Context: an optimization exercise on an open-source flow, tuned for a short achievable clock period and few clock cycles. The choices shown serve that exercise and are no tape-out recipe.
RTL that was checked went through simulation tests only; none was proved equivalent to the original.
For runs 1 and 2, only the layout was checked, not whether the RTL still works.
Power is estimated from default activity; no workload was simulated.

[design/flow/run.sh]
#!/bin/bash
# synth_recipe.tcl (not shown) runs the flow's synth.tcl, then flattens the netlist and writes it again
# the make line also repeats each setting of config.mk as NAME=value (left out here)
make -C /OpenROAD-flow-scripts/flow DESIGN_CONFIG=/design/flow/config.mk WORK_HOME=/design/flow/orfs CLKGATE_MAP_FILE= SYNTH_SCRIPT=/design/flow/synth_recipe.tcl finish
[design/flow/config.mk]
export PLATFORM = sky130hd
export DESIGN_NAME = cpu_top
export DESIGN_NICKNAME = cpu_top
export VERILOG_FILES = /design/flow/design.v
export SDC_FILE = /design/flow/constraint.sdc
export NUM_CORES = 4
export LEC_CHECK = 0
export ABC_CLOCK_PERIOD_IN_PS = 2000
export CAP_MARGIN = 20
export CORE_MARGIN = 2
export CORE_UTILIZATION = 40
export SETUP_SLACK_MARGIN = 3.4
export SLEW_MARGIN = 20
export TNS_END_PERCENT = 100
[design/flow/constraint.sdc]
create_clock -name core_clock -period 5.5 [get_ports {clk}]
set_input_delay 1.1000 -clock core_clock [delete_from_list [all_inputs] [get_ports {clk}]]
set_output_delay 1.1000 -clock core_clock [all_outputs]
set_load 0.01 [all_outputs]
[design/flow/design.v]
package cpu_pkg;
    localparam int WORD_W    = 16;
    localparam int REG_COUNT = 16;
    localparam int IADDR_W   = 11;
    localparam int DADDR_W   = 11;
    localparam logic [2:0] OP_ADDSUB = 3'b000;
    localparam logic [2:0] OP_SLTMUL = 3'b001;
    localparam logic [2:0] OP_LW     = 3'b010;
    localparam logic [2:0] OP_SW     = 3'b011;
    localparam logic [2:0] OP_BEQ    = 3'b100;
    localparam logic [2:0] OP_J      = 3'b101;
endpackage
module cpu_control (
    input  logic [15:0] i_instr,
    output logic        o_uses_rs,
    output logic        o_uses_rt,
    output logic        o_writes,
    output logic [3:0]  o_wr_idx,
    output logic        o_load,
    output logic        o_store,
    output logic        o_mul,
    output logic        o_slt,
    output logic        o_sub,
    output logic        o_cbr,
    output logic        o_uncond
);
    logic [2:0] op;
    logic       same;
    assign op   = i_instr[15:13];
    assign same = (i_instr[12:9] == i_instr[8:5]);
    assign o_load    = (op == cpu_pkg::OP_LW);
    assign o_store   = (op == cpu_pkg::OP_SW);
    assign o_mul     = (op == cpu_pkg::OP_SLTMUL) &&  i_instr[0];
    assign o_slt     = (op == cpu_pkg::OP_SLTMUL) && !i_instr[0];
    assign o_sub     = ((op == cpu_pkg::OP_ADDSUB) && i_instr[0]) || o_slt;
    assign o_cbr     = (op == cpu_pkg::OP_BEQ) && !same;
    assign o_uncond  = (op == cpu_pkg::OP_J) || ((op == cpu_pkg::OP_BEQ) && same);
    assign o_uses_rs = (op == cpu_pkg::OP_ADDSUB) || (op == cpu_pkg::OP_SLTMUL) ||
                       o_load || o_store || o_cbr;
    assign o_uses_rt = (op == cpu_pkg::OP_ADDSUB) || (op == cpu_pkg::OP_SLTMUL) ||
                       o_store || o_cbr;
    assign o_writes  = (op == cpu_pkg::OP_ADDSUB) || (op == cpu_pkg::OP_SLTMUL) || o_load;
    assign o_wr_idx  = o_load ? i_instr[8:5] : i_instr[4:1];
endmodule
module fetch_unit #(
    parameter int N = 4
) (
    input  logic        clk,
    input  logic        rst_n,
    input  logic [10:0] i_pc,
    input  logic        i_ins,
    input  logic [10:0] i_ins_pc,
    input  logic [10:0] i_ins_tgt,
    output logic        o_hit,
    output logic [10:0] o_tgt
);
    logic [N-1:0]  valid_q;
    logic [10:0]   tag_q [N];
    logic [10:0]   tgt_q [N];
    logic [$clog2(N)-1:0] ptr_q;
    always_comb begin
        o_hit = 1'b0;
        o_tgt = '0;
        for (int i = 0; i < N; i++) begin
            if (valid_q[i] && (tag_q[i] == i_pc)) begin
                o_hit = 1'b1;
                o_tgt = o_tgt | tgt_q[i];
            end
        end
    end
    logic        ins_q;
    logic [10:0] ins_pc_q;
    logic [10:0] ins_tgt_q;
    always_ff @(posedge clk or negedge rst_n) begin
        if (!rst_n) begin
            ins_q <= 1'b0;
        end else begin
            ins_q <= i_ins;
        end
    end
    always_ff @(posedge clk) begin
        ins_pc_q  <= i_ins_pc;
        ins_tgt_q <= i_ins_tgt;
    end
    always_ff @(posedge clk or negedge rst_n) begin
        if (!rst_n) begin
            valid_q <= '0;
            ptr_q   <= '0;
        end else if (ins_q) begin
            valid_q[ptr_q] <= 1'b1;
            ptr_q          <= ptr_q + 1'b1;
        end
    end
    always_ff @(posedge clk) begin
        if (ins_q) begin
            tag_q[ptr_q] <= ins_pc_q;
            tgt_q[ptr_q] <= ins_tgt_q;
        end
    end
endmodule
module register_file (
    input  logic        clk,
    input  logic        rst_n,
    input  logic [15:0] i_rs_sel,    
    input  logic [15:0] i_rt_sel,
    input  logic [3:0]  i_rd_idx,
    input  logic        i_we,
    input  logic [15:0] i_wdata,
    output logic [15:0] o_rs_data,
    output logic [15:0] o_rt_data
);
    logic [15:0] regs [16];
    always_ff @(posedge clk or negedge rst_n) begin
        if (!rst_n) begin
            for (int i = 0; i < 16; i++) begin
                regs[i] <= '0;
            end
        end else if (i_we) begin
            regs[i_rd_idx] <= i_wdata;
        end
    end
    always_comb begin
        o_rs_data = '0;
        o_rt_data = '0;
        for (int i = 0; i < 16; i++) begin
            o_rs_data = o_rs_data | ({16{i_rs_sel[i]}} & regs[i]);
            o_rt_data = o_rt_data | ({16{i_rt_sel[i]}} & regs[i]);
        end
    end
endmodule
module execute_unit (
    input  logic               i_sub,
    input  logic [15:0]        i_a,       
    input  logic [15:0]        i_b,
    input  logic [15:0]        i_ca,      
    input  logic [15:0]        i_cb,
    input  logic [15:0]        i_ga,      
    input  logic [15:0]        i_ma,      
    input  logic [15:0]        i_mb,
    input  logic [4:0]         i_imm,
    output logic [15:0]        o_alu,     
    output logic [15:0]        o_add,     
    output logic [15:0]        o_sub,     
    output logic               o_eq,
    output logic [10:0]        o_addr,
    output logic [5:0][15:0]   o_rows
);
    logic [15:0] sum;
    logic [15:0] addr_sum;
    function automatic logic [15:0] ks_add(input logic [15:0] x, input logic [15:0] y, input logic cin);
        logic [15:0] g0, p0, g1, p1, g2, p2, g3, p3, g4, cy;
        g0 = x & y;
        p0 = x ^ y;
        g0[0] = g0[0] | (p0[0] & cin);
        for (int i = 0; i < 16; i++) begin
            g1[i] = (i >= 1) ? (g0[i] | (p0[i] & g0[i-1])) : g0[i];
            p1[i] = (i >= 1) ? (p0[i] & p0[i-1]) : 1'b0;
        end
        for (int i = 0; i < 16; i++) begin
            g2[i] = (i >= 2) ? (g1[i] | (p1[i] & g1[i-2])) : g1[i];
            p2[i] = (i >= 2) ? (p1[i] & p1[i-2]) : 1'b0;
        end
        for (int i = 0; i < 16; i++) begin
            g3[i] = (i >= 4) ? (g2[i] | (p2[i] & g2[i-4])) : g2[i];
            p3[i] = (i >= 4) ? (p2[i] & p2[i-4]) : 1'b0;
        end
        for (int i = 0; i < 16; i++) begin
            g4[i] = (i >= 8) ? (g3[i] | (p3[i] & g3[i-8])) : g3[i];
        end
        cy[0] = cin;
        for (int i = 1; i < 16; i++) begin
            cy[i] = g4[i-1];
        end
        ks_add = p0 ^ cy;
    endfunction
    logic [15:0] add_r, sub_r;
    assign add_r = ks_add(i_a, i_b, 1'b0);
    assign sub_r = ks_add(i_a, ~i_b, 1'b1);
    assign sum   = i_sub ? sub_r : add_r;
    assign o_alu = sum;
    assign o_add = add_r;
    assign o_sub = sub_r;
    assign o_eq  = (i_ca == i_cb);
    assign addr_sum = i_ga + {{11{i_imm[4]}}, i_imm};
    assign o_addr   = addr_sum[10:0];
    logic [15:0] pp [16];
    logic [15:0] l1 [11];
    logic [15:0] l2 [8];
    always_comb begin
        for (int i = 0; i < 16; i++) begin
            pp[i] = i_mb[i] ? (i_ma << i) : 16'd0;
        end
        for (int g = 0; g < 5; g++) begin
            l1[2*g]   = pp[3*g] ^ pp[3*g+1] ^ pp[3*g+2];
            l1[2*g+1] = ((pp[3*g] & pp[3*g+1]) | (pp[3*g] & pp[3*g+2]) | (pp[3*g+1] & pp[3*g+2])) << 1;
        end
        l1[10] = pp[15];
        for (int g = 0; g < 3; g++) begin
            l2[2*g]   = l1[3*g] ^ l1[3*g+1] ^ l1[3*g+2];
            l2[2*g+1] = ((l1[3*g] & l1[3*g+1]) | (l1[3*g] & l1[3*g+2]) | (l1[3*g+1] & l1[3*g+2])) << 1;
        end
        l2[6] = l1[9];
        l2[7] = l1[10];
        for (int g = 0; g < 2; g++) begin
            o_rows[2*g]   = l2[3*g] ^ l2[3*g+1] ^ l2[3*g+2];
            o_rows[2*g+1] = ((l2[3*g] & l2[3*g+1]) | (l2[3*g] & l2[3*g+2]) | (l2[3*g+1] & l2[3*g+2])) << 1;
        end
        o_rows[4] = l2[6];
        o_rows[5] = l2[7];
    end
endmodule
module cpu_top (
    input  logic        clk,
    input  logic        rst_n,
    input  logic [15:0] i_imem_data,
    input  logic [15:0] i_dmem_rdata,
    output logic [10:0] o_imem_addr,
    output logic [10:0] o_dmem_addr,
    output logic        o_dmem_we,
    output logic [15:0] o_dmem_wdata,
    output logic        o_io_stall
);
    logic [10:0] pc_q;
    logic [10:0] pc_inc;
    logic        fv;             
    logic [10:0] pc_d;
    logic        btb_hit;
    logic [10:0] btb_tgt;
    logic        p_q;
    logic [10:0] pnpc_q;         
    logic        ppred_q;        
    logic [5:0]  phi_p1_q;       
    logic [5:0]  phi_m1_q;       
    logic [5:0]  i_lo;
    logic        i_uncond;
    logic        i_redirect;
    logic [10:0] i_tgt;
    logic        d_v;
    logic [15:0] d_i;
    logic [15:0] d_rs_oh, d_rt_oh;    
    logic [10:0] d_npc;
    logic        stall_q;
    logic        d_take;
    logic        d_uses_rs, d_uses_rt, d_writes, d_load, d_store, d_mul, d_slt, d_sub, d_cbr, d_uncond;
    logic [3:0]  d_wr;
    logic [3:0]  d_rs, d_rt;
    logic [15:0] rf_rs, rf_rt;
    logic [15:0] op_a, op_b;
    logic        n_v;
    logic [15:0] n_i;
    logic        n_uses_rs, n_uses_rt;
    logic        n_writes, n_load, n_store, n_mul, n_slt, n_sub, n_cbr, n_uncond;
    logic [3:0]  n_wr;
    logic        e_v, e_writes, e_load, e_store, e_mul, e_slt, e_sub, e_cbr;
    logic [3:0]  e_wr;
    logic [15:0] e_a_q, e_b_q, e_ca_q, e_cb_q, e_ga_q, e_sb_q, e_ma_q, e_mb_q;
    logic [4:0]  e_imm;
    logic [10:0] e_tgt;
    logic [15:0] e_alu;
    logic [15:0] e_add, e_subr;
    logic        e_eq;
    logic [10:0] e_addr;
    logic [5:0][15:0] e_rows;
    logic        flush;
    logic        m_v, m_writes, m_load, m_mul, m_we;
    logic [3:0]  m_wr;
    logic [15:0] m_res, m_wdata;
    logic        m_slt, m_a15, m_b15, m_d15, m_lt;
    logic [15:0] m_val;
    logic [10:0] m_addr;
    logic [5:0][15:0] m_rows;
    logic [15:0] m_s, m_c;
    logic        w_writes, w_load, w_mul;
    logic [3:0]  w_wr;
    logic [15:0] w_res, w_s, w_c;
    logic [15:0] w_prod;
    logic [15:0] w_val;
    logic        x_writes;
    logic [3:0]  x_wr;
    logic [15:0] x_val;
    logic [10:0] pco_q;
    logic [10:0] pco_d;
    assign o_imem_addr = pco_q;
    always_comb begin
        if (flush)           pco_d = e_tgt;
        else if (i_redirect) pco_d = i_tgt;
        else if (!fv)        pco_d = pco_q;
        else if (btb_hit)    pco_d = btb_tgt;
        else                 pco_d = pc_inc;
    end
    always_ff @(posedge clk) begin
        pco_q <= rst_n ? pco_d : 11'd0;
    end
    assign pc_inc      = pc_q + 11'd1;
    assign fv = !((q_cnt == 2'd2) || ((q_cnt == 2'd1) && p_q));
    fetch_unit #(.N(4)) u_btb (
        .clk       (clk),
        .rst_n     (rst_n),
        .i_pc      (pc_q),
        .i_ins     (p_q && i_uncond && !ppred_q),
        .i_ins_pc  (pnpc_q - 11'd1),
        .i_ins_tgt (i_tgt),
        .o_hit     (btb_hit),
        .o_tgt     (btb_tgt)
    );
    always_comb begin
        if (flush)           pc_d = e_tgt;
        else if (i_redirect) pc_d = i_tgt;
        else if (!fv)        pc_d = pc_q;
        else if (btb_hit)    pc_d = btb_tgt;
        else                 pc_d = pc_inc;
    end
    always_ff @(posedge clk or negedge rst_n) begin
        if (!rst_n) begin
            pc_q     <= '0;
            p_q      <= 1'b0;
            pnpc_q   <= '0;
            ppred_q  <= 1'b0;
            phi_p1_q <= 6'd1;
            phi_m1_q <= 6'h3f;
        end else begin
            pc_q     <= pc_d;
            p_q      <= fv && !flush && !i_redirect;
            pnpc_q   <= pc_inc;
            ppred_q  <= btb_hit;
            phi_p1_q <= pc_inc[10:5] + 6'd1;
            phi_m1_q <= pc_inc[10:5] - 6'd1;
        end
    end
    assign i_uncond   = (i_imem_data[15:13] == cpu_pkg::OP_J) ||
                        ((i_imem_data[15:13] == cpu_pkg::OP_BEQ) && (i_imem_data[12:9] == i_imem_data[8:5]));
    assign i_lo       = {1'b0, pnpc_q[4:0]} + {1'b0, i_imem_data[4:0]};
    assign i_tgt      = (i_imem_data[15:13] == cpu_pkg::OP_J) ? i_imem_data[11:1] :
                        {(i_imem_data[4] == i_lo[5]) ? pnpc_q[10:5] :
                         (i_lo[5] ? phi_p1_q : phi_m1_q), i_lo[4:0]};
    assign i_redirect = p_q && i_uncond && !ppred_q && !flush;
    logic [1:0]  q_cnt;
    logic        q_wp, q_rp;
    logic [15:0] q_i [2];
    logic [10:0] q_npc [2];
    logic        h_v;
    logic [15:0] h_i;
    logic [10:0] h_npc;
    logic        q_pop;
    logic take_q;
    assign d_take = !stall_q;
    assign h_v    = (q_cnt != 2'd0) || p_q;
    assign h_i    = (q_cnt != 2'd0) ? q_i[q_rp] : i_imem_data;
    assign h_npc  = (q_cnt != 2'd0) ? q_npc[q_rp] : pnpc_q;
    assign q_pop  = d_take && h_v;
    always_ff @(posedge clk or negedge rst_n) begin
        if (!rst_n) begin
            q_cnt <= 2'd0;
            q_wp  <= 1'b0;
            q_rp  <= 1'b0;
            d_v   <= 1'b0;
        end else if (flush) begin
            q_cnt <= 2'd0;
            q_rp  <= q_wp;
            d_v   <= 1'b0;
        end else begin
            q_cnt <= q_cnt + {1'b0, p_q} - {1'b0, q_pop};
            q_wp  <= q_wp ^ p_q;
            q_rp  <= q_rp ^ q_pop;
            if (d_take) d_v <= h_v;
        end
    end
    always_ff @(posedge clk) begin
        if (p_q) begin
            q_i[q_wp]   <= i_imem_data;
            q_npc[q_wp] <= pnpc_q;
        end
    end
    always_ff @(posedge clk) begin
        if (take_q) begin
            d_i     <= h_i;
            d_npc   <= h_npc;
            d_rs_oh <= 16'd1 << h_i[12:9];
            d_rt_oh <= 16'd1 << h_i[8:5];
        end
    end
    assign n_v = h_v;
    assign n_i = h_i;
    cpu_control u_ndec (
        .i_instr   (n_i),
        .o_uses_rs (n_uses_rs),
        .o_uses_rt (n_uses_rt),
        .o_writes  (n_writes),
        .o_wr_idx  (n_wr),
        .o_load    (n_load),
        .o_store   (n_store),
        .o_mul     (n_mul),
        .o_slt     (n_slt),
        .o_sub     (n_sub),
        .o_cbr     (n_cbr),
        .o_uncond  (n_uncond)
    );
    logic d_lm, e_lm;
    logic hz_take, hz_hold;
    assign d_lm = d_v && d_writes && (d_load || d_mul || d_slt);
    assign e_lm = e_writes && (e_load || e_mul);
    assign hz_take = n_v && ((n_uses_rs && ((d_lm && (d_wr == n_i[12:9])) || (e_lm && (e_wr == n_i[12:9])))) ||
                             (n_uses_rt && ((d_lm && (d_wr == n_i[8:5]))  || (e_lm && (e_wr == n_i[8:5])))));
    assign hz_hold = d_v && ((d_uses_rs && e_lm && (e_wr == d_rs)) ||
                             (d_uses_rt && e_lm && (e_wr == d_rt)));
    always_ff @(posedge clk or negedge rst_n) begin
        if (!rst_n) begin
            stall_q <= 1'b0;
            take_q  <= 1'b1;
        end else begin
            stall_q <= !flush && (d_take ? hz_take : hz_hold);
            take_q  <= flush || !(d_take ? hz_take : hz_hold);
        end
    end
    assign d_rs = d_i[12:9];
    assign d_rt = d_i[8:5];
    cpu_control u_dec (
        .i_instr   (d_i),
        .o_uses_rs (d_uses_rs),
        .o_uses_rt (d_uses_rt),
        .o_writes  (d_writes),
        .o_wr_idx  (d_wr),
        .o_load    (d_load),
        .o_store   (d_store),
        .o_mul     (d_mul),
        .o_slt     (d_slt),
        .o_sub     (d_sub),
        .o_cbr     (d_cbr),
        .o_uncond  (d_uncond)
    );
    register_file u_regfile (
        .clk       (clk),
        .rst_n     (rst_n),
        .i_rs_sel  (d_rs_oh),
        .i_rt_sel  (d_rt_oh),
        .i_rd_idx  (x_wr),
        .i_we      (x_writes),
        .i_wdata   (x_val),
        .o_rs_data (rf_rs),
        .o_rt_data (rf_rt)
    );
    logic ha_e, ha_m, ha_w, ha_x, hb_e, hb_m, hb_w, hb_x;
    logic sa_e, sa_m, sa_w, sa_x, sa_r, sb_e, sb_m, sb_w, sb_x, sb_r;
    assign ha_e = e_writes && (e_wr == d_rs);
    assign ha_m = m_writes && (m_wr == d_rs);
    assign ha_w = w_writes && (w_wr == d_rs);
    assign ha_x = x_writes && (x_wr == d_rs);
    assign hb_e = e_writes && (e_wr == d_rt);
    assign hb_m = m_writes && (m_wr == d_rt);
    assign hb_w = w_writes && (w_wr == d_rt);
    assign hb_x = x_writes && (x_wr == d_rt);
    assign sa_e = ha_e;
    assign sa_m = !ha_e && ha_m;
    assign sa_w = !ha_e && !ha_m && ha_w;
    assign sa_x = !ha_e && !ha_m && !ha_w && ha_x;
    assign sa_r = !ha_e && !ha_m && !ha_w && !ha_x;
    assign sb_e = hb_e;
    assign sb_m = !hb_e && hb_m;
    assign sb_w = !hb_e && !hb_m && hb_w;
    assign sb_x = !hb_e && !hb_m && !hb_w && hb_x;
    assign sb_r = !hb_e && !hb_m && !hb_w && !hb_x;
    logic e_kadd, e_ksub;
    assign e_kadd = !e_sub;
    assign e_ksub = e_sub;
    function automatic logic [15:0] fwd(input logic q, input logic se, input logic sm, input logic sw,
                                        input logic sx, input logic sr, input logic kadd,
                                        input logic [15:0] add_v, input logic [15:0] sub_v,
                                        input logic [15:0] m_v2, input logic [15:0] w_v,
                                        input logic [15:0] x_v, input logic [15:0] r_v);
        fwd = ({16{q && se && kadd}} & add_v) | ({16{q && se && !kadd}} & sub_v) |
              ({16{q && sm}} & m_v2) | ({16{q && sw}} & w_v) |
              ({16{q && sx}} & x_v) | ({16{q && sr}} & r_v);
    endfunction
    assign op_a = fwd(1'b1, sa_e, sa_m, sa_w, sa_x, sa_r, e_kadd, e_add, e_subr, m_val, w_val, x_val, rf_rs);
    assign op_b = fwd(1'b1, sb_e, sb_m, sb_w, sb_x, sb_r, e_kadd, e_add, e_subr, m_val, w_val, x_val, rf_rt);
    logic d_issue;
    assign d_issue = d_v && !stall_q && !flush;
    always_ff @(posedge clk or negedge rst_n) begin
        if (!rst_n) begin
            e_v      <= 1'b0;
            e_writes <= 1'b0;
            e_store  <= 1'b0;
            e_cbr    <= 1'b0;
        end else begin
            e_v      <= d_issue;
            e_writes <= d_issue && d_writes;
            e_store  <= d_issue && d_store;
            e_cbr    <= d_issue && d_cbr;
        end
    end
    always_ff @(posedge clk) begin
        e_load <= d_load;
        e_mul  <= d_mul;
        e_slt  <= d_slt;
        e_sub  <= d_sub;
        e_wr   <= d_wr;
        e_imm  <= d_i[4:0];
        e_tgt  <= d_npc + {{6{d_i[4]}}, d_i[4:0]};
        e_a_q  <= op_a;
        e_b_q  <= op_b;
        e_ca_q <= fwd(d_cbr, sa_e, sa_m, sa_w, sa_x, sa_r, e_kadd, e_add, e_subr, m_val, w_val, x_val, rf_rs);
        e_cb_q <= fwd(d_cbr, sb_e, sb_m, sb_w, sb_x, sb_r, e_kadd, e_add, e_subr, m_val, w_val, x_val, rf_rt);
        e_ga_q <= fwd(d_load || d_store, sa_e, sa_m, sa_w, sa_x, sa_r, e_kadd, e_add, e_subr, m_val, w_val, x_val, rf_rs);
        e_sb_q <= fwd(d_store, sb_e, sb_m, sb_w, sb_x, sb_r, e_kadd, e_add, e_subr, m_val, w_val, x_val, rf_rt);
        e_ma_q <= fwd(d_mul, sa_e, sa_m, sa_w, sa_x, sa_r, e_kadd, e_add, e_subr, m_val, w_val, x_val, rf_rs);
        e_mb_q <= fwd(d_mul, sb_e, sb_m, sb_w, sb_x, sb_r, e_kadd, e_add, e_subr, m_val, w_val, x_val, rf_rt);
    end
    execute_unit u_execute (
        .i_sub  (e_sub),
        .i_a    (e_a_q),
        .i_b    (e_b_q),
        .i_ca   (e_ca_q),
        .i_cb   (e_cb_q),
        .i_ga   (e_ga_q),
        .i_ma   (e_ma_q),
        .i_mb   (e_mb_q),
        .i_imm  (e_imm),
        .o_alu  (e_alu),
        .o_add  (e_add),
        .o_sub  (e_subr),
        .o_eq   (e_eq),
        .o_addr (e_addr),
        .o_rows (e_rows)
    );
    assign flush = e_cbr && e_eq;
    always_ff @(posedge clk or negedge rst_n) begin
        if (!rst_n) begin
            m_v      <= 1'b0;
            m_writes <= 1'b0;
            m_we     <= 1'b0;
        end else begin
            m_v      <= e_v;
            m_writes <= e_writes;
            m_we     <= e_store;
        end
    end
    always_ff @(posedge clk) begin
        m_load  <= e_load;
        m_mul   <= e_mul;
        m_wr    <= e_wr;
        m_res   <= e_alu;
        m_slt   <= e_slt;
        m_a15   <= e_a_q[15];
        m_b15   <= e_b_q[15];
        m_d15   <= e_subr[15];
        m_addr  <= e_addr;
        m_wdata <= e_sb_q;
        m_rows  <= e_rows;
    end
    assign o_dmem_addr  = m_addr;
    assign o_dmem_we    = m_we;
    assign o_dmem_wdata = m_wdata;
    assign o_io_stall   = !m_v;
    assign m_lt  = (m_a15 != m_b15) ? m_a15 : m_d15;
    assign m_val = m_slt ? {15'd0, m_lt} : m_res;
    logic [15:0] l3 [4];
    logic [15:0] l4 [3];
    always_comb begin
        for (int g = 0; g < 2; g++) begin
            l3[2*g]   = m_rows[3*g] ^ m_rows[3*g+1] ^ m_rows[3*g+2];
            l3[2*g+1] = ((m_rows[3*g] & m_rows[3*g+1]) | (m_rows[3*g] & m_rows[3*g+2]) |
                         (m_rows[3*g+1] & m_rows[3*g+2])) << 1;
        end
        l4[0] = l3[0] ^ l3[1] ^ l3[2];
        l4[1] = ((l3[0] & l3[1]) | (l3[0] & l3[2]) | (l3[1] & l3[2])) << 1;
        l4[2] = l3[3];
        m_s   = l4[0] ^ l4[1] ^ l4[2];
        m_c   = ((l4[0] & l4[1]) | (l4[0] & l4[2]) | (l4[1] & l4[2])) << 1;
    end
    always_ff @(posedge clk or negedge rst_n) begin
        if (!rst_n) begin
            w_writes <= 1'b0;
        end else begin
            w_writes <= m_writes;
        end
    end
    always_ff @(posedge clk) begin
        w_load <= m_load;
        w_mul  <= m_mul;
        w_wr   <= m_wr;
        w_res  <= m_val;
        w_s    <= m_s;
        w_c    <= m_c;
    end
    assign w_prod = w_s + w_c;
    assign w_val  = w_load ? i_dmem_rdata : (w_mul ? w_prod : w_res);
    always_ff @(posedge clk or negedge rst_n) begin
        if (!rst_n) begin
            x_writes <= 1'b0;
        end else begin
            x_writes <= w_writes;
        end
    end
    always_ff @(posedge clk) begin
        x_wr  <= w_wr;
        x_val <= w_val;
    end
endmodule
==> insert_results.sql, run 1 <==
INSERT INTO impl_metrics (metric_group, metric, value, unit) VALUES
('timing', 'setup-violations-final', '0', ''),
('setup_path', 'setup.worst_path.end', 'e_mb_q[10]', ''),
('cts', 'clkSinkCount', '861', ''),
('detailed_routing', 'drt-wirelength-per-cell', '25.2', 'um'),
('global_route', 'grt_antenna_before_repair', '1', ''),
('cts', 'insertion_delay', '0.70', 'ns'),
('global_route', 'grt_pass1_vias', '29100', ''),
('setup_path', 'endpoint_kind', 'flop', ''),
('synthesis', 'synth.yosys.warnings', '10', ''),
('detailed_routing', 'drtAntennaViolNets', '0', ''),
('power_and_ir_drop', 'p_clk_share', '22.1', '%'),
('cts', 'deepest_clock_path_buffer_count', '3', ''),
('setup_path', 'critical_path.reg2reg.startpoint', 'e_a_q[0]', ''),
('cts', 'numCtsBuffers', '93', ''),
('power_and_ir_drop', 'static_power_due_to_leakage', '0.0216', 'uW'),
('detailed_routing', 'm1WireLength', '55200', 'um'),
('global_route', 'grt_use_total', '24.5', '%'),
('synthesis', 'synth.lib_cells_used.distinct', '91', ''),
('power_and_ir_drop', 'intPower', '18600', 'uW'),
('timing', 'timing.slew.headroom', '41.0', '%'),
('setup_path', 'timing.critical_path.from_type', 'flop', ''),
('synthesis', 'yosys.area.top_type', 'sky130_fd_sc_hd__dfrtp_1', ''),
('floorplanning', 'die-width', '319', 'um'),
('setup_path', 'path_depth_of_the_worst_reg2reg_path', '11', ''),
('global_route', 'global_route.overflow_total', '0', ''),
('synthesis', 'post_synth_edffs', '201', ''),
('timing', 'timing.final.ws_setup', '2.72', 'ns'),
('detailed_routing', 'vias', '29300', ''),
('power_and_ir_drop', 'vdd_drop_max', '317', 'uV'),
('floorplanning', 'initial_utilization', '40.4', '%'),
('floorplanning', 'design.portCount', '74', ''),
('setup_path', 'cp-startpoint', 'e_a_q[0]', ''),
('outcome', 'run_status', 'finished clean', ''),
('cts', 'htreeDepth', '3', ''),
('placed_design', 'post-place-ws', '1.42', 'ns'),
('synthesis', 'synth.area.top_cells', 'sky130_fd_sc_hd__dfrtp_1 19%, sky130_fd_sc_hd__dfxtp_1 17%, sky130_fd_sc_hd__edfxtp_1 15%, sky130_fd_sc_hd__mux2_2 7.5%, sky130_fd_sc_hd__fa_1 4.5%', ''),
('detailed_routing', 'wl_met3', '9910', 'um'),
('power_and_ir_drop', 'comb_power_share', '43.5', '%'),
('timing', 'grt_setup_unrepaired', 'yes', ''),
('power_and_ir_drop', 'powerDensity', '605', 'mW/mm2'),
('setup_path', 'timing.reg2reg.setup_slack', '2.72', 'ns'),
('floorplanning', 'placeableCoreArea', '0.0984', 'mm2'),
('timing', 'timing_hold_violations_final', '0', ''),
('power_and_ir_drop', 'power.net_switching', '12300', 'uW'),
('detailed_routing', 'met2_length', '57900', 'um'),
('placed_design', 'port-buffer-count', '73', ''),
('synthesis', 'synth_sequential_area_ratio', '52.4', '%'),
('cts', 'clk_pin_slew_worst_paths', '0.06', 'ns'),
('setup_path', 'worstPathArrival', '3.31', 'ns'),
('detailed_routing', 'detailedRoute.firstPassIterationCount', '6', ''),
('floorplanning', 'rows', '115', ''),
('hold_path', 'hold_class', 'reg2reg', ''),
('setup_path', 'critPathMaxFanout', '4', ''),
('cells_and_area', 'finish.utilization', '51.9', '%'),
('run', 'drv_cap', '0', ''),
('timing', 'timing.setup.tns', '0', 'ns'),
('synthesis', 'count_of_mapped_cells_out_of_synthesis', '3411', ''),
('timing', 'worstMarginPinSlew', '0.884', 'ns'),
('cells_and_area', 'nNetsFinal', '3971', ''),
('cells_and_area', 'areaGrowthSynthToFinish', '28.6', '%'),
('power_and_ir_drop', 'netSwitchingFraction', '39.9', '%'),
('synthesis', 'avgSynthCellArea', '11.7', 'um2'),
('timing', 'max_clock_freq', '359', 'MHz'),
('global_route', 'largest_net_degree_at_the_start_of_global_routing', '91', ''),
('detailed_routing', 'top_signal_layer_used', 'met4', ''),
('synthesis', 'asyncSetResetFlopFracSynth', '36.5', '%'),
('synthesis', 'syn-num-nets', '3645', ''),
('synthesis', 'yosys_most_used_dff', 'sky130_fd_sc_hd__dfxtp_1', ''),
('placed_design', 'hpwl', '77500', 'um'),
('synthesis', 'ys_seq_elements', '861', ''),
('detailed_routing', 'viasPerCell', '5.74', '');
-- area by class of cell --
class / instances / area, um2
repair buffers: 431 / 4320
well taps: 1287 / 1610
fillers: 8447 / 47300
multi-input cells: 2144 / 20000
clock buffers: 127 / 2650
diodes: 1 / 2.50
clock inverters: 49 / 748
flip-flops and latches: 861 / 21000
inverters: 206 / 781
-- cells in the mapped netlist (31+ instances only) --
master                     instances
sky130_fd_sc_hd__a21oi_1         107
sky130_fd_sc_hd__a221oi_1         61
sky130_fd_sc_hd__a22o_1           59
sky130_fd_sc_hd__a22oi_1         177
sky130_fd_sc_hd__and2_1          109
sky130_fd_sc_hd__buf_2            33
sky130_fd_sc_hd__clkbuf_1        162
sky130_fd_sc_hd__dfrtp_1         307
sky130_fd_sc_hd__dfxtp_1         346
sky130_fd_sc_hd__edfxtp_1        201
sky130_fd_sc_hd__fa_1             89
sky130_fd_sc_hd__ha_1            111
sky130_fd_sc_hd__inv_1           205
sky130_fd_sc_hd__mux2_2          266
sky130_fd_sc_hd__mux2i_1          47
sky130_fd_sc_hd__nand2_1         135
sky130_fd_sc_hd__nand2b_1         31
sky130_fd_sc_hd__nand3_1          77
sky130_fd_sc_hd__nand4_1          43
sky130_fd_sc_hd__nor2_1          228
sky130_fd_sc_hd__nor3_1           35
sky130_fd_sc_hd__o21ai_0          39
sky130_fd_sc_hd__xnor2_1         151
sky130_fd_sc_hd__xor2_1           58
-- kinds of logic (layout without fill, tap and decap cells) --
group | Yosys count | in the layout | share of synthesized area (%)
flops | 861 | 861 | 52.4
simple gates | 760 | 766 | 9.61
compound gates | 649 | 650 | 12.4
xor+xnor | 210 | 210 | 4.65
other cells | 0 | 1 | 0
buf+inv | 413 | 813 | 4.08
fa+ha+maj | 201 | 201 | 8.00
mux | 317 | 317 | 8.92
-- worst min-delay path by stage --
stage	from	to	slack, ns
2_1_floorplan	e_slt	m_slt	0.31
3_3_place_gp	m_mul	w_mul	0.31
3_5_place_dp	m_mul	w_mul	0.31
4_1_cts	e_sb_q[4]	m_wdata[4]	0.32
5_1_grt	m_mul	w_mul	0.33
6_report	e_sb_q[4]	m_wdata[4]	0.32
-- state kept, by name, summed over array words and instances, names as in the netlist, 22 cells and up --
signal          count
u_btb.tgt_q        44
u_btb.tag_q        44
q_npc              22
m_rows             46
u_regfile.regs    256
q_i                32
-- metal layers --
layer	vias to the layer above	global-route usage, %
li1	12800	-
met1	14800	33.9
met2	1341	38.0
met3	358	4.78
met4	0	9.56
met5	-	0
-- power by group through the flow --
stage | clock, uW | combinational (uW) | sequential, uW
after floorplan | 0 | 6600 | 9680
after global placement | 0 | 8940 | 11000
after detailed placement | 0 | 9040 | 11000
after CTS | 6940 | 12100 | 10600
after global routing | 7200 | 14100 | 10800
final | 6850 | 13500 | 10600
-- worst max-delay path, cell delays in order, from the launching register on --
cell and delay, ns:
sky130_fd_sc_hd__dfxtp_2 0.36, sky130_fd_sc_hd__ha_4 0.15, sky130_fd_sc_hd__inv_2 0.04, sky130_fd_sc_hd__fa_2 0.34, sky130_fd_sc_hd__o21ba_4 0.20, sky130_fd_sc_hd__or4_4 0.44, sky130_fd_sc_hd__nand4_1 0.15, sky130_fd_sc_hd__a32oi_2 0.14
sky130_fd_sc_hd__xnor2_2 0.24, sky130_fd_sc_hd__a2111oi_4 0.31, sky130_fd_sc_hd__buf_4 0.21, sky130_fd_sc_hd__nor2_1 0.05
-- per-stage QoR --
stage / total power [uW] / hold WS [ns] / instance area (um2) / cells
after floorplan: 16300 / 0.310 / 40600 / 3411
after global placement: 20000 / 0.310 / 42300 / 4616
after detailed placement: 20100 / 0.312 / 42300 / 4616
after CTS: 29600 / 0.321 / 49400 / 5013
after global routing: 32100 / 0.328 / 51100 / 5105
final: 30900 / 0.318 / 51100 / 5106
-- placed cells by master, fill, tap and decap left out, types with 95 or more instances in the layout --
| cell type | Yosys | final |
|---|---|---|
| sky130_fd_sc_hd__dfrtp_1 | 307 | 288 |
| sky130_fd_sc_hd__dfxtp_1 | 346 | 270 |
| sky130_fd_sc_hd__nand2_1 | 135 | 119 |
| sky130_fd_sc_hd__nor2_1 | 228 | 189 |
| sky130_fd_sc_hd__xnor2_1 | 151 | 128 |
| sky130_fd_sc_hd__buf_6 | 1 | 98 |
| sky130_fd_sc_hd__clkbuf_16 | 0 | 95 |
| sky130_fd_sc_hd__edfxtp_1 | 201 | 201 |
| sky130_fd_sc_hd__a22oi_1 | 177 | 177 |
| sky130_fd_sc_hd__inv_1 | 205 | 168 |
| sky130_fd_sc_hd__buf_4 | 1 | 241 |
| sky130_fd_sc_hd__mux2_2 | 266 | 263 |
-- repair_timing --
item / CTS / global route
pin swaps: 149 / 139
resized for setup: 636 / 219
cloned: 8 / 1
hold endpoints to repair: 0 / 0
endpoints found under the setup margin: 363 / 315
hold buffers: 0 / 0
buffers inserted: 213 / 91
==> run 2, diff against run 1 <==
--- a/design/flow/config.mk
+++ b/design/flow/config.mk
@@ -8,7 +8,8 @@
 export ABC_CLOCK_PERIOD_IN_PS = 2000
 export CAP_MARGIN = 20
 export CORE_MARGIN = 2
-export CORE_UTILIZATION = 40
+export CORE_UTILIZATION = 60
+export PLACE_DENSITY = 0.72
 export SETUP_SLACK_MARGIN = 3.4
 export SLEW_MARGIN = 20
 export TNS_END_PERCENT = 100
==> run 2 against run 1 <==
Net effect:
- still clean
- first-iteration DRC count rose by 3.4%
- count of clock-buffer cells in the layout fell by 2
- combinational power fell by 4%
- via count rose by 2.5%
- clock skew fell by 0.023 ns
- flip-flop and latch count did not move
- synthesized cell count did not move
- cell area fell by 3.5%
- critical path depth rose by 1
- non-clock buffer count fell by 60
- maximum frequency fell by 4.8%
- synthesized area did not move
- largest cell class unchanged
==> insert_results.sql, run 2 <==
INSERT INTO impl_metrics (metric_group, metric, value, unit) VALUES
('outcome', 'run_status', 'finished clean', ''),
('cells_and_area', 'diodes', '0', ''),
('hold_path', 'worst_hold_path.num_cells', '0', ''),
('floorplanning', 'die-area', '0.0683', 'mm2'),
('timing', 'max_clock_freq', '342', 'MHz'),
('timing', 'grt_setup_unrepaired', 'yes', ''),
('floorplanning', 'rows', '94', ''),
('setup_path', 'critPathTopFamily', 'compound AO/OA/AOI/OAI gates', ''),
('setup_path', 'timing.reg2reg.setup_slack', '2.57', 'ns'),
('detailed_routing', 'detailedRoute.firstPassIterationCount', '6', ''),
('timing', 'timing_hold_violations_final', '0', ''),
('placed_design', 'placed_cell_areas', '0.0418', 'mm2'),
('timing', 'timing.slew.headroom', '41.7', '%'),
('power_and_ir_drop', 'vdd_drop_max', '454', 'uV'),
('detailed_routing', 'vias', '30100', ''),
('timing', 'finalCritPeriodShare', '53.2', '%'),
('setup_path', 'critPathMaxFanout', '4', ''),
('hold_path', 'hold_class', 'reg2reg', ''),
('global_route', 'grt_pass1_vias', '30300', ''),
('cells_and_area', 'largest_register', 'u_regfile.regs', ''),
('floorplanning', 'design.portCount', '74', ''),
('synthesis', 'asyncSetResetFlopFracSynth', '36.5', '%'),
('synthesis', 'syn-num-nets', '3645', ''),
('placed_design', 'port-buffer-count', '73', ''),
('setup_path', 'path_depth_of_the_worst_reg2reg_path', '12', ''),
('synthesis', 'synth_top_cell_area_share', '19.3', '%'),
('detailed_routing', 'remaining_drc_errors', '0', ''),
('synthesis', 'count_of_mapped_cells_out_of_synthesis', '3411', ''),
('cts', 'numCtsBuffers', '88', ''),
('power_and_ir_drop', 'static_power_due_to_leakage', '0.0209', 'uW'),
('cells_and_area', 'largest_registers', 'u_regfile.regs x256, m_rows x46', ''),
('global_route', 'grt_use_met3', '11.2', '%'),
('synthesis', 'ys_seq_elements', '861', ''),
('setup_path', 'endpoint_kind', 'flop', ''),
('synthesis', 'synth.yosys.warnings', '10', ''),
('synthesis', 'post_synth_edffs', '201', ''),
('hold_path', 'hold-path-endpoint', 'w_s[3]', ''),
('setup_path', 'timing.critical_path.from_type', 'flop', ''),
('hold_path', 'min-delay-start', 'm_rows[3]', ''),
('setup_path', 'crit_path_top_delay_cell', 'sky130_fd_sc_hd__a221o_1', ''),
('placed_design', 'place.gp.congestion', '0.943', ''),
('cts', 'insertion_delay', '0.66', 'ns'),
('run', 'drv_cap', '0', ''),
('synthesis', 'synth_commonest_cells', '346 x sky130_fd_sc_hd__dfxtp_1, 307 x sky130_fd_sc_hd__dfrtp_1, 266 x sky130_fd_sc_hd__mux2_2', ''),
('synthesis', 'synth.area.top_cells', 'sky130_fd_sc_hd__dfrtp_1 19%, sky130_fd_sc_hd__dfxtp_1 17%, sky130_fd_sc_hd__edfxtp_1 15%, sky130_fd_sc_hd__mux2_2 7.5%, sky130_fd_sc_hd__fa_1 4.5%', ''),
('timing', 'timing.setup.tns', '0', 'ns'),
('cts', 'clkSinkCount', '861', ''),
('synthesis', 'post-synth-top-count-cell', 'sky130_fd_sc_hd__dfxtp_1', ''),
('timing', 'timing.final.max_slew_violations', '0', ''),
('cells_and_area', 'layout.cells.most_common', 'sky130_fd_sc_hd__dfrtp_1', ''),
('synthesis', 'avgSynthCellArea', '11.7', 'um2'),
('setup_path', 'critical_path_required', '6.01', 'ns'),
('global_route', 'grt_use_total', '35.9', '%'),
('setup_path', 'timing.rr.end', 'e_cb_q[10]', ''),
('cells_and_area', 'layout-drive-gt1-share', '34.1', '%'),
('global_route', 'global_route.usage.met2', '53.9', '%'),
('floorplanning', 'initial_utilization', '60.6', '%'),
('floorplanning', 'die-width', '261', 'um'),
('floorplanning', 'die_h', '261', 'um'),
('cts', 'htreeDepth', '3', ''),
('power_and_ir_drop', 'powerDensity', '606', 'mW/mm2'),
('synthesis', 'synth.lib_cells_used.distinct', '91', ''),
('global_route', 'grt_antenna_before_repair', '2', ''),
('setup_path', 'worst-setup-path-type', 'reg2reg', ''),
('cells_and_area', 'largest_register_ffs', '256', ''),
('setup_path', 'worstPathArrival', '3.43', 'ns'),
('global_route', 'global_route.overflow_total', '0', ''),
('floorplanning', 'placeableCoreArea', '0.0656', 'mm2'),
('timing', 'worstMarginPinSlew', '0.873', 'ns'),
('synthesis', 'yosys_most_used_dff', 'sky130_fd_sc_hd__dfxtp_1', ''),
('setup_path', 'critical_path.reg2reg.startpoint', 'e_a_q[0]', ''),
('synthesis', 'synth.cell_area', '0.0398', 'mm2'),
('synthesis', 'yosys.area.top_type', 'sky130_fd_sc_hd__dfrtp_1', ''),
('global_route', 'use_met1', '48.1', '%'),
('global_route', 'grt_pass1_wl', '183000', 'um'),
('cts', 'deepest_clock_path_buffer_count', '3', ''),
('cells_and_area', 'areaGrowthSynthToFinish', '24.1', '%'),
('detailed_routing', 'viasPerCell', '6.52', ''),
('synthesis', 'synth_sequential_area_ratio', '52.4', '%'),
('detailed_routing', 'drt-wirelength-per-cell', '27.4', 'um'),
('detailed_routing', 'drt_first_iter_violations', '3330', ''),
('timing', 'setup-violations-final', '0', ''),
('setup_path', 'worstPathBufferInverterCount', '3', ''),
('cts', 'clk_pin_slew_worst_paths', '0.06', 'ns'),
('cts', 'cts-hold-fix-buffers', '0', ''),
('setup_path', 'cp_slowest_stage_delay', '0.38', 'ns'),
('placed_design', 'hpwl', '77100', 'um'),
('cts', 'tritoncts', 'yes', ''),
('cells_and_area', 'layout_common_cells', '288 x sky130_fd_sc_hd__dfrtp_1, 274 x sky130_fd_sc_hd__dfxtp_1, 265 x sky130_fd_sc_hd__mux2_2', ''),
('detailed_routing', 'drtAntennaViolNets', '0', ''),
('cts', 'cts-root-buf', 'sky130_fd_sc_hd__clkbuf_16', ''),
('cells_and_area', 'nNetsFinal', '3906', ''),
('global_route', 'largest_net_degree_at_the_start_of_global_routing', '150', ''),
('setup_path', 'critical_path.cell_chain', 'inv_2, ha_4, inv_1, fa_2, a21o_1, a221o_1, o2111ai_2, a32oi_2, xnor2_4, a2111oi_4, buf_6, nor2_1', ''),
('timing', 'finalClockSkew', '0.0309', 'ns'),
('cells_and_area', 'postLayoutCellArea', '0.0493', 'mm2'),
('timing', 'timing.final.crit_period', '2.93', 'ns'),
('detailed_routing', 'finalWirelength', '126000', 'um'),
('global_route', 'top_usage_layer', 'met2', '');
==> run 2: how the worst max path moves through the flow <==
stage                     depth (start not counted)          to  slack [ns]           start
after floorplan                                   8    pco_q[9]        2.61  i_imem_data[4]
after global placement                            9    pco_q[9]        1.51  i_imem_data[4]
after detailed placement                          9    pco_q[9]        1.42  i_imem_data[4]
after CTS                                        11  e_sb_q[10]        2.65        e_a_q[0]
after global routing                             12  e_cb_q[10]        2.54        e_a_q[0]
final                                            12  e_cb_q[10]        2.57        e_a_q[0]
==> run 2: per-stage QoR <==
step	instances	worst slack [ns]	utilization, %	hold WS (ns)	power [uW]
3_5_place_dp	4204	1.42	63.7	0.313	19900
6_report	4610	2.57	75.2	0.318	29900
3_3_place_gp	4203	1.51	63.7	0.313	19600
5_1_grt	4610	2.54	75.2	0.329	30900
2_1_floorplan	3411	2.61	-	0.310	16300
4_1_cts	4552	2.65	72.9	0.327	28200
==> run 2: worst reg2reg max path, delay by kind of cell (launching register included) <==
kind / cells / cell delay, ns
flops: 1 / 0.36
fa+ha+maj: 2 / 0.49
xor+xnor: 1 / 0.20
buf+inv: 3 / 0.32
simple gates: 1 / 0.06
compound gates: 5 / 1.34
==> run 2: timing repair <==
item,in CTS,in global routing
pin swaps,135,107
resized for setup,635,221
setup endpoints to repair,343,274
buffers inserted,177,56
gates cloned,7,2
==> run 2: layout make-up <==
cell class              instances  area (um2)
clock buffers                 125        2560
clock inverters                39         432
fillers                      4182       16300
multi-input cells            2144       20000
well taps                     864        1080
flip-flops and latches        861       21000
inverters                     206         788
repair buffers                371        3450
==> run 2: logic make-up after synthesis <==
group	synth area share, %
buf+inv	4.08
flops	52.4
compound gates	12.4
xor+xnor	4.65
simple gates	9.61
mux	8.92
fa+ha+maj	8.00
==> run 2: routing by layer <==
metal | up-vias | wire [um]
met3 | 459 | 15200
met5 | - | 48
met2 | 1902 | 56400
met1 | 15000 | 48600
li1 | 12700 | -
met4 | 6 | 6080
==> run 2: power breakdown <==
group / internal (uW) / switching [uW]
Clock: 3590 / 2570
Combinational: 5350 / 7670
Sequential: 8710 / 2010
==> run 3, diff against run 2 <==
--- a/design/flow/design.v
+++ b/design/flow/design.v
@@ -278,19 +278,8 @@
     logic        x_writes;
     logic [3:0]  x_wr;
     logic [15:0] x_val;
-    logic [10:0] pco_q;
-    logic [10:0] pco_d;
-    assign o_imem_addr = pco_q;
-    always_comb begin
-        if (flush)           pco_d = e_tgt;
-        else if (i_redirect) pco_d = i_tgt;
-        else if (!fv)        pco_d = pco_q;
-        else if (btb_hit)    pco_d = btb_tgt;
-        else                 pco_d = pc_inc;
-    end
-    always_ff @(posedge clk) begin
-        pco_q <= rst_n ? pco_d : 11'd0;
-    end
+    logic [10:0] pco_n_q;
+    assign o_imem_addr = ~pco_n_q;
     assign pc_inc      = pc_q + 11'd1;
     assign fv = !((q_cnt == 2'd2) || ((q_cnt == 2'd1) && p_q));
     fetch_unit #(.N(4)) u_btb (
@@ -313,6 +302,7 @@
     always_ff @(posedge clk or negedge rst_n) begin
         if (!rst_n) begin
             pc_q     <= '0;
+            pco_n_q  <= '1;
             p_q      <= 1'b0;
             pnpc_q   <= '0;
             ppred_q  <= 1'b0;
@@ -320,6 +310,7 @@
             phi_m1_q <= 6'h3f;
         end else begin
             pc_q     <= pc_d;
+            pco_n_q  <= ~pc_d;
             p_q      <= fv && !flush && !i_redirect;
             pnpc_q   <= pc_inc;
             ppred_q  <= btb_hit;
@@ -342,7 +333,6 @@
     logic [15:0] h_i;
     logic [10:0] h_npc;
     logic        q_pop;
-    logic take_q;
     assign d_take = !stall_q;
     assign h_v    = (q_cnt != 2'd0) || p_q;
     assign h_i    = (q_cnt != 2'd0) ? q_i[q_rp] : i_imem_data;
@@ -372,7 +362,7 @@
         end
     end
     always_ff @(posedge clk) begin
-        if (take_q) begin
+        if (d_take) begin
             d_i     <= h_i;
             d_npc   <= h_npc;
             d_rs_oh <= 16'd1 << h_i[12:9];
@@ -406,10 +396,8 @@
     always_ff @(posedge clk or negedge rst_n) begin
         if (!rst_n) begin
             stall_q <= 1'b0;
-            take_q  <= 1'b1;
         end else begin
             stall_q <= !flush && (d_take ? hz_take : hz_hold);
-            take_q  <= flush || !(d_take ? hz_take : hz_hold);
         end
     end
     assign d_rs = d_i[12:9];
@@ -462,17 +450,12 @@
     logic e_kadd, e_ksub;
     assign e_kadd = !e_sub;
     assign e_ksub = e_sub;
-    function automatic logic [15:0] fwd(input logic q, input logic se, input logic sm, input logic sw,
-                                        input logic sx, input logic sr, input logic kadd,
-                                        input logic [15:0] add_v, input logic [15:0] sub_v,
-                                        input logic [15:0] m_v2, input logic [15:0] w_v,
-                                        input logic [15:0] x_v, input logic [15:0] r_v);
-        fwd = ({16{q && se && kadd}} & add_v) | ({16{q && se && !kadd}} & sub_v) |
-              ({16{q && sm}} & m_v2) | ({16{q && sw}} & w_v) |
-              ({16{q && sx}} & x_v) | ({16{q && sr}} & r_v);
-    endfunction
-    assign op_a = fwd(1'b1, sa_e, sa_m, sa_w, sa_x, sa_r, e_kadd, e_add, e_subr, m_val, w_val, x_val, rf_rs);
-    assign op_b = fwd(1'b1, sb_e, sb_m, sb_w, sb_x, sb_r, e_kadd, e_add, e_subr, m_val, w_val, x_val, rf_rt);
+    assign op_a = ({16{sa_e && e_kadd}} & e_add) | ({16{sa_e && e_ksub}} & e_subr) |
+                  ({16{sa_m}} & m_val) | ({16{sa_w}} & w_val) |
+                  ({16{sa_x}} & x_val) | ({16{sa_r}} & rf_rs);
+    assign op_b = ({16{sb_e && e_kadd}} & e_add) | ({16{sb_e && e_ksub}} & e_subr) |
+                  ({16{sb_m}} & m_val) | ({16{sb_w}} & w_val) |
+                  ({16{sb_x}} & x_val) | ({16{sb_r}} & rf_rt);
     logic d_issue;
     assign d_issue = d_v && !stall_q && !flush;
     always_ff @(posedge clk or negedge rst_n) begin
@@ -498,12 +481,12 @@
         e_tgt  <= d_npc + {{6{d_i[4]}}, d_i[4:0]};
         e_a_q  <= op_a;
         e_b_q  <= op_b;
-        e_ca_q <= fwd(d_cbr, sa_e, sa_m, sa_w, sa_x, sa_r, e_kadd, e_add, e_subr, m_val, w_val, x_val, rf_rs);
-        e_cb_q <= fwd(d_cbr, sb_e, sb_m, sb_w, sb_x, sb_r, e_kadd, e_add, e_subr, m_val, w_val, x_val, rf_rt);
-        e_ga_q <= fwd(d_load || d_store, sa_e, sa_m, sa_w, sa_x, sa_r, e_kadd, e_add, e_subr, m_val, w_val, x_val, rf_rs);
-        e_sb_q <= fwd(d_store, sb_e, sb_m, sb_w, sb_x, sb_r, e_kadd, e_add, e_subr, m_val, w_val, x_val, rf_rt);
-        e_ma_q <= fwd(d_mul, sa_e, sa_m, sa_w, sa_x, sa_r, e_kadd, e_add, e_subr, m_val, w_val, x_val, rf_rs);
-        e_mb_q <= fwd(d_mul, sb_e, sb_m, sb_w, sb_x, sb_r, e_kadd, e_add, e_subr, m_val, w_val, x_val, rf_rt);
+        e_ca_q <= d_cbr ? op_a : 16'd0;
+        e_cb_q <= d_cbr ? op_b : 16'd0;
+        e_ga_q <= (d_load || d_store) ? op_a : 16'd0;
+        e_sb_q <= d_store ? op_b : 16'd0;
+        e_ma_q <= d_mul ? op_a : 16'd0;
+        e_mb_q <= d_mul ? op_b : 16'd0;
     end
     execute_unit u_execute (
         .i_sub  (e_sub),
==> design/flow/config.mk (replaced) <==
export PLATFORM = sky130hd
export DESIGN_NAME = cpu_top
export DESIGN_NICKNAME = cpu_top
export VERILOG_FILES = /design/flow/design.v
export SDC_FILE = /design/flow/constraint.sdc
export NUM_CORES = 4
export LEC_CHECK = 0
export CAP_MARGIN = 20
export CORE_MARGIN = 2
export CORE_UTILIZATION = 40
export SETUP_SLACK_MARGIN = 2.9
export SLEW_MARGIN = 20
export TNS_END_PERCENT = 100
==> run 3 against run 2 <==
Net effect:
- critical path depth down 1
- count of clock-buffer cells in the layout up 11
- clock power up 11%
- die area up 51%
- non-clock buffer count down 122
- flip-flop and latch count down 1
- cell count up 8.9%
- cell area down 3.2%
- clock skew up 0.0037 ns
- utilization down 27 points
- synthesized cell count up 2.5%
- critical endpoint is now e_ma_q[14]
- largest cell class unchanged
==> insert_results.sql, run 3 <==
INSERT INTO impl_metrics (metric_group, metric, value, unit) VALUES
('placed_design', 'place.gp.congestion', '0.925', ''),
('floorplanning', 'placeableCoreArea', '0.0997', 'mm2'),
('cts', 'clk_pin_slew_worst_paths', '0.06', 'ns'),
('cells_and_area', 'diodes', '0', ''),
('timing', 'grt_setup_unrepaired', 'yes', ''),
('timing', 'finalClockSkew', '0.0346', 'ns'),
('cts', 'clkSinkCount', '860', ''),
('synthesis', 'synth.yosys.warnings', '10', ''),
('setup_path', 'worst-setup-path-type', 'reg2reg', ''),
('cts', 'cts-root-buf', 'sky130_fd_sc_hd__clkbuf_16', ''),
('power_and_ir_drop', 'vdd_drop_max', '383', 'uV'),
('cts', 'insertion_delay', '0.69', 'ns'),
('cells_and_area', 'fillCellCount', '8863', ''),
('hold_path', 'worst_hold_path.num_cells', '0', ''),
('global_route', 'grt_antenna_before_repair', '2', ''),
('synthesis', 'syn-num-nets', '3729', ''),
('setup_path', 'worstPathBufferInverterCount', '2', ''),
('cells_and_area', 'layout_common_cells', '318 x sky130_fd_sc_hd__dfxtp_1, 291 x sky130_fd_sc_hd__dfrtp_1, 259 x sky130_fd_sc_hd__mux2_2', ''),
('floorplanning', 'die-area', '0.103', 'mm2'),
('setup_path', 'path_depth_of_the_worst_reg2reg_path', '11', ''),
('cells_and_area', 'largest_register', 'u_regfile.regs', ''),
('outcome', 'run_status', 'finished clean', ''),
('hold_path', 'min-delay-start', 'e_sb_q[5]', '');
[run 3: per-layer routing]
metal / vias up / track usage [%] / share of wire (%)
li1: 12700 / - / -
met1: 14400 / 31.0 / 42
met2: 1231 / 37.0 / 46
met3: 324 / 4.95 / 7.9
met4: 2 / 8.96 / 4.1
met5: - / 0 / 0.011
[run 3: metrics by stage]
stage	setup WS, ns	utilization [%]
floorplan	2.75	-
global placement	1.47	42.4
detailed placement	1.53	42.4
CTS	2.85	47.0
global route	2.71	47.9
finish	2.78	47.9
[run 3: final cells by class]
| class | count | area, um2 | share of cell area, % |
|---|---|---|---|
| sequential | 860 | 20900 | 43.8 |
| clock inverter | 43 | 574 | 1.20 |
| clock buffer | 136 | 2820 | 5.90 |
| multi-input combinational | 2203 | 18800 | 39.3 |
| tap | 1298 | 1620 | 3.40 |
| timing repair buffer | 249 | 2180 | 4.57 |
| inverter | 233 | 878 | 1.84 |
[run 3: power by group]
group	total, uW	internal, uW	switching, uW	leakage, uW
sequential	10700	8720	2010	0.00898
combinational	10600	4170	6480	0.00974
clock	6810	4100	2710	0.00166
[run 3: how the worst max path moves through the flow]
stage / slack, ns / to / depth (start not counted) / startpoint
after global routing: 2.71 / e_mb_q[8] / 13 / e_a_q[0]
after CTS: 2.85 / e_ma_q[14] / 12 / e_b_q[0]
after floorplan: 2.75 / pc_q[9] / 8 / i_imem_data[1]
after global placement: 1.47 / pc_q[9] / 10 / i_imem_data[10]
final: 2.78 / e_ma_q[14] / 11 / e_a_q[0]
after detailed placement: 1.53 / pc_q[9] / 10 / i_imem_data[10]
[run 3: cell families after synthesis]
logic type | share of synthesized area [%]
flops | 52.0
xor+xnor | 4.69
simple gates | 9.98
mux | 8.77
compound gates | 12.2
buf+inv | 4.40
fa+ha+maj | 7.92
[run 3: what timing repair did]
action / 4_1_cts / 5_1_grt
endpoints found under the setup margin: 192 / 145
setup buffers: 59 / 50
resized for setup: 246 / 120
cloned: 2 / 3
pin swaps: 49 / 61
Testbench counts of run 3, summed over its fixed seeds: cycles 29,713.

## separate check: timing with driven ports
No port has a modelled driver above. Below, the same layouts with a new extraction and two added sets of constraints.
Step 1 assumes that a clkbuf_16 drives the clock port and a buf_2 every other input.
Step 2 also shifts input and output timing later by t, the mid clock arrival at the registers, as if the neighbouring blocks saw the same clock.
a / b / c = no drivers / after step 1 / after step 2; a / b = the first two.
| run | t (ns) | slack for setup (ns) | worst setup path at the end |
|---|---|---|---|
| run 1 | 0.742 | 2.715 / 2.715 / 2.336 | input to register |
| run 2 | 0.716 | 2.575 / 2.575 / 2.267 | input to register |
| run 3 | 0.737 | 2.778 / 2.778 / 2.280 | input to register |
After both steps setup and hold are still met in every run listed. The setup slack of run 3, which loses most, moves by 0.000 ns with the drivers and by -0.498 ns with both steps.
